Source: an optimization exercise on an open RTL-to-GDS flow (aim: small area, a short achievable clock period and few clock cycles per item). Production flows keep margins and buffers that such runs may drop. At most, simulation tests tie the RTL to the original design; equivalence was not proved. Power and IR drop assume default switching activity.

==> trial 83 <==
Design toroidal_life_grid_engine_core, start of the top module:
module toroidal_life_grid_engine_core (
    input  logic       i_clk,
    input  logic       i_rst_n,
    input  logic       s_axis_tvalid,
    output logic       s_axis_tready,
    input  logic [15:0] s_axis_tdata,   
    input  logic [2:0] s_axis_tuser,    
    output logic       m_axis_tvalid,
    input  logic       m_axis_tready,
    output logic [7:0] m_axis_tdata     
);
==> module toroidal_life_grid_engine_core, before the edit <==
module toroidal_life_grid_engine_core (
    input  logic       i_clk,
    input  logic       i_rst_n,
    input  logic       s_axis_tvalid,
    output logic       s_axis_tready,
    input  logic [15:0] s_axis_tdata,   
    input  logic [2:0] s_axis_tuser,    
    output logic       m_axis_tvalid,
    input  logic       m_axis_tready,
    output logic [7:0] m_axis_tdata     
);
    localparam int N = tlg_pkg::GRID_DIM;
    localparam int H = N / 2;
    localparam int QD = 3;               
    tlg_pkg::t_row_word r_live  [0:N-1];
    tlg_pkg::t_row_word r_prior [0:N-1];
    logic         x_valid;     
    logic         x_cell;      
    logic         x_step;      
    logic         x_tog;
    logic         x_wr;        
    logic         x_val;       
    logic         x_pclr;      
    logic [3:0]   x_col;
    logic [N-1:0] x_rrow;      
    logic         x_wt;        
    logic         x_all;       
    logic [N-1:0] x_rsel;      
    logic [N-1:0] x_csel;      
    logic         r_step2;     
    logic         r_pclr;      
    logic [2:0]   r_cnt;       
    logic [2:0]   r_owed;      
    logic         r_ready;
    logic         r_ovalid;
    logic [1:0]   r_q [0:QD-1];
    logic         accept, deliver;
    logic [2:0]   code;
    assign accept  = s_axis_tvalid && r_ready;
    assign deliver = r_ovalid && m_axis_tready;
    assign code    = s_axis_tuser;
    always_ff @(posedge i_clk) begin
        x_col <= s_axis_tdata[3:0];
        x_tog <= i_rst_n && (code == tlg_pkg::REQ_TOGGLE);
        x_wt  <= accept && ((code == tlg_pkg::REQ_WRITE) || (code == tlg_pkg::REQ_TOGGLE));
        x_all <= !i_rst_n || (accept && (code == tlg_pkg::REQ_CLEAR));
        x_wr  <= !i_rst_n || (code == tlg_pkg::REQ_WRITE) || (code == tlg_pkg::REQ_CLEAR);
        x_val <= i_rst_n && (code == tlg_pkg::REQ_WRITE) && s_axis_tdata[8];
        for (int i = 0; i < N; i++) begin
            x_rrow[i] <= (s_axis_tdata[7:4] == 4'(i));
        end
        if (!i_rst_n) begin
            x_valid <= 1'b0;
            x_cell  <= 1'b0;
            x_step  <= 1'b0;
            x_pclr  <= 1'b1;
            r_step2 <= 1'b0;
            r_pclr  <= 1'b0;
        end else begin
            x_valid <= accept;
            x_cell  <= accept && ((code == tlg_pkg::REQ_READ) || (code == tlg_pkg::REQ_WRITE)
                                  || (code == tlg_pkg::REQ_TOGGLE));
            x_step  <= accept && (code == tlg_pkg::REQ_STEP);
            x_pclr  <= accept && (code == tlg_pkg::REQ_CLEAR);
            r_step2 <= x_step;
            r_pclr  <= x_pclr;
        end
    end
    tlg_pkg::t_row_word live_row, prior_row, new_row, wr_row;
    always_comb begin
        live_row  = '0;
        prior_row = '0;
        for (int r = 0; r < N; r++) begin
            live_row  = live_row  | ({N{x_rrow[r]}} & r_live[r]);
            prior_row = prior_row | ({N{x_rrow[r]}} & r_prior[r]);
        end
    end
    assign new_row  = x_tog ? ~live_row : (x_wr ? {N{x_val}} : live_row);
    for (genvar i = 0; i < N; i++) begin : g_sel
        assign x_rsel[i] = x_all || (x_wt && x_rrow[i]);
        assign x_csel[i] = x_all || (x_col == 4'(i));
    end
    assign wr_row   = (x_csel & new_row) | (~x_csel & live_row);
    tlg_pkg::t_row_word above0, below7;
    assign above0 = r_step2 ? r_prior[H-1] : r_live[N-1];
    assign below7 = r_step2 ? r_prior[0]   : r_live[H];
    tlg_pkg::t_row_word half_next [0:H-1];    
    logic stepping;
    assign stepping = x_step || r_step2;
    for (genvar j = 0; j < H; j++) begin : g_rule
        tlg_row_rule u_rule (
            .i_above  ((j == 0)     ? above0 : r_live[j - 1]),
            .i_center (r_live[j]),
            .i_below  ((j == H - 1) ? below7 : r_live[j + 1]),
            .i_step   (stepping),
            .i_other  (wr_row),
            .o_next   (half_next[j])
        );
    end
    always_ff @(posedge i_clk) begin
        for (int r = 0; r < N; r++) begin
            if (r < H) begin
                if (stepping) begin
                    r_live[r] <= r_live[r + H];
                end else if (x_rsel[r]) begin
                    r_live[r] <= wr_row;
                end
            end else if (stepping || x_rsel[r]) begin
                r_live[r] <= half_next[r - H];
            end
            if (((r < H) ? x_step : r_step2) || r_pclr) begin
                r_prior[r] <= r_live[r % H];
            end
        end
    end
    logic [1:0] res;
    assign res = {x_cell && !r_pclr && prior_row[x_col], x_cell && wr_row[x_col]};
    logic [2:0] cnt_next, owed_next;
    always_comb begin
        cnt_next = r_cnt;
        if (x_valid && !deliver) cnt_next = r_cnt + 3'd1;
        if (!x_valid && deliver) cnt_next = r_cnt - 3'd1;
        owed_next = r_owed;
        if (accept && !deliver) owed_next = r_owed + 3'd1;
        if (!accept && deliver) owed_next = r_owed - 3'd1;
    end
    always_ff @(posedge i_clk) begin
        if (!i_rst_n) begin
            r_cnt    <= '0;
            r_owed   <= '0;
            r_ovalid <= 1'b0;
            r_ready  <= 1'b1;
        end else begin
            r_cnt    <= cnt_next;
            r_owed   <= owed_next;
            r_ovalid <= (cnt_next != 3'd0);
            r_ready  <= (owed_next < 3'(QD)) && !(accept && (code == tlg_pkg::REQ_STEP));
        end
    end
    always_ff @(posedge i_clk) begin
        for (int i = 0; i < QD; i++) begin
            if (x_valid && (3'(i) == r_cnt - 3'(deliver))) begin
                r_q[i] <= res;
            end else if (deliver && i < QD - 1) begin
                r_q[i] <= r_q[i+1];
            end
        end
    end
    assign s_axis_tready = r_ready;
    assign m_axis_tvalid = r_ovalid;
    assign m_axis_tdata  = {6'b0, r_q[0]};
endmodule
clock: 5.0 ns
lec_check: 0
cap_margin: 20
core_margin: 2
core_utilization: 40
place_density: 0.8
setup_slack_margin: 2.0
slew_margin: 20
synth_hierarchical: 1
synth_minimum_keep_size: 0
run.sh (not shown) runs the stock make flow with config.mk's settings and CLKGATE_MAP_FILE= SYNTH_SCRIPT=/design/flow/synth_recipe.tcl, a recipe that flattens the netlist after the stock synthesis.
==> build 81: changes against trial 83 <==
--- a/flow/design.v
+++ b/flow/design.v
@@ -170,17 +170,15 @@
         assign x_csel[i] = x_all || (x_col == 4'(i));
     end
     assign wr_row   = (x_csel & new_row) | (~x_csel & live_row);
-    tlg_pkg::t_row_word above0, below7;
-    assign above0 = r_step2 ? r_prior[H-1] : r_live[N-1];
-    assign below7 = r_step2 ? r_prior[0]   : r_live[H];
+    tlg_pkg::t_row_word r_halo_a, r_halo_b;
     tlg_pkg::t_row_word half_next [0:H-1];    
     logic stepping;
     assign stepping = x_step || r_step2;
     for (genvar j = 0; j < H; j++) begin : g_rule
         tlg_row_rule u_rule (
-            .i_above  ((j == 0)     ? above0 : r_live[j - 1]),
+            .i_above  ((j == 0)     ? r_halo_a : r_live[j - 1]),
             .i_center (r_live[j]),
-            .i_below  ((j == H - 1) ? below7 : r_live[j + 1]),
+            .i_below  ((j == H - 1) ? r_halo_b : r_live[j + 1]),
             .i_step   (stepping),
             .i_other  (wr_row),
             .o_next   (half_next[j])
@@ -201,6 +199,13 @@
                 r_prior[r] <= r_live[r % H];
             end
         end
+        if (x_step) begin
+            r_halo_a <= r_live[H-1];
+            r_halo_b <= r_live[0];
+        end else begin
+            if (r_step2 || x_rsel[N-1]) r_halo_a <= half_next[H-1];
+            if (r_step2 || x_rsel[H])   r_halo_b <= half_next[0];
+        end
     end
     logic [1:0] res;
     assign res = {x_cell && !r_pclr && prior_row[x_col], x_cell && wr_row[x_col]};
--- a/flow/config.mk
+++ b/flow/config.mk
@@ -8,7 +8,8 @@
 export CAP_MARGIN = 20
 export CORE_MARGIN = 2
 export CORE_UTILIZATION = 40
-export PLACE_DENSITY = 0.8
+export CTS_BUF_LIST = sky130_fd_sc_hd__clkbuf_8
+export CTS_CLUSTER_SIZE = 24
 export SETUP_SLACK_MARGIN = 2.0
 export SLEW_MARGIN = 20
 export SYNTH_HIERARCHICAL = 1
==> summary.txt <==
status - no timing/DRC/antenna violations
CTS root buffer - clkbuf_16
complex-gate fraction of the synthesized area - 0.174
Pint - 15.6 mW
Synth area leaders - edfxtp_1, fa_1, a311o_1, nor4b_1, nand3b_1
Clk Latency, worst-skew pair - 0.65 ns
Placed Area - 38500 sq um
placed insts - 4011
Synth Area in Adders - 0.211
CP arrival - 3.60 ns
Yosys reg bits - 557
P_sw - 11.2 mW
# the run above: trial 83

==> summary.txt <==
Pint - 15.5 mW
leak pwr - 14.9 nW
Synth Area in Adders - 0.206
Yosys reg bits - 589
CTS root buffer - clkbuf_8
comb_multi_in - 2171
Clk Latency, worst-skew pair - 0.76 ns
P_sw - 11.2 mW
status - no timing/DRC/antenna violations
post-synth top area share - 0.437
Placed Area - 39600 sq um
placed insts - 4125
CP arrival - 3.61 ns
# the run above: build 81

Testbench counts of trial 83, summed over its fixed seeds: cycles 5,843, items 4,800.
The RTL of build 81 was laid out without a check of its function.

afterwards: timing with drivers on the ports:
The results above use ideal ports. As a check the final layouts listed here were re-extracted and re-timed, cells and wires unchanged. Step 1 assumes that a clkbuf_16 drives the clock port and a buf_2 every other input. Step 2 adds t to the input delays and takes it off the output delays; t is the mean of the earliest and latest rising clock arrival at the registers after step 1. Input paths then give back, and output paths get back, about the clock's delay inside the block. Three values: no drivers, after step 1, after step 2; two values: the first two.
run	t, ns	slack for setup (ns)	worst hold slack (ns)	latest minus earliest clock arrival (ns)	cell pins on the clock port's net
trial 83	0.700	1.861 / 1.861 / 1.608	0.457 / 0.457 / 0.457	0.023 / 0.023	1
build 81	0.794	1.878 / 1.878 / 1.641	0.455 / 0.455 / 0.455	0.059 / 0.059	1
After both steps setup and hold are still met in every run listed. For trial 83, which loses most, drivers alone change the setup slack by 0.000 ns; drivers and shift together by -0.253 ns.
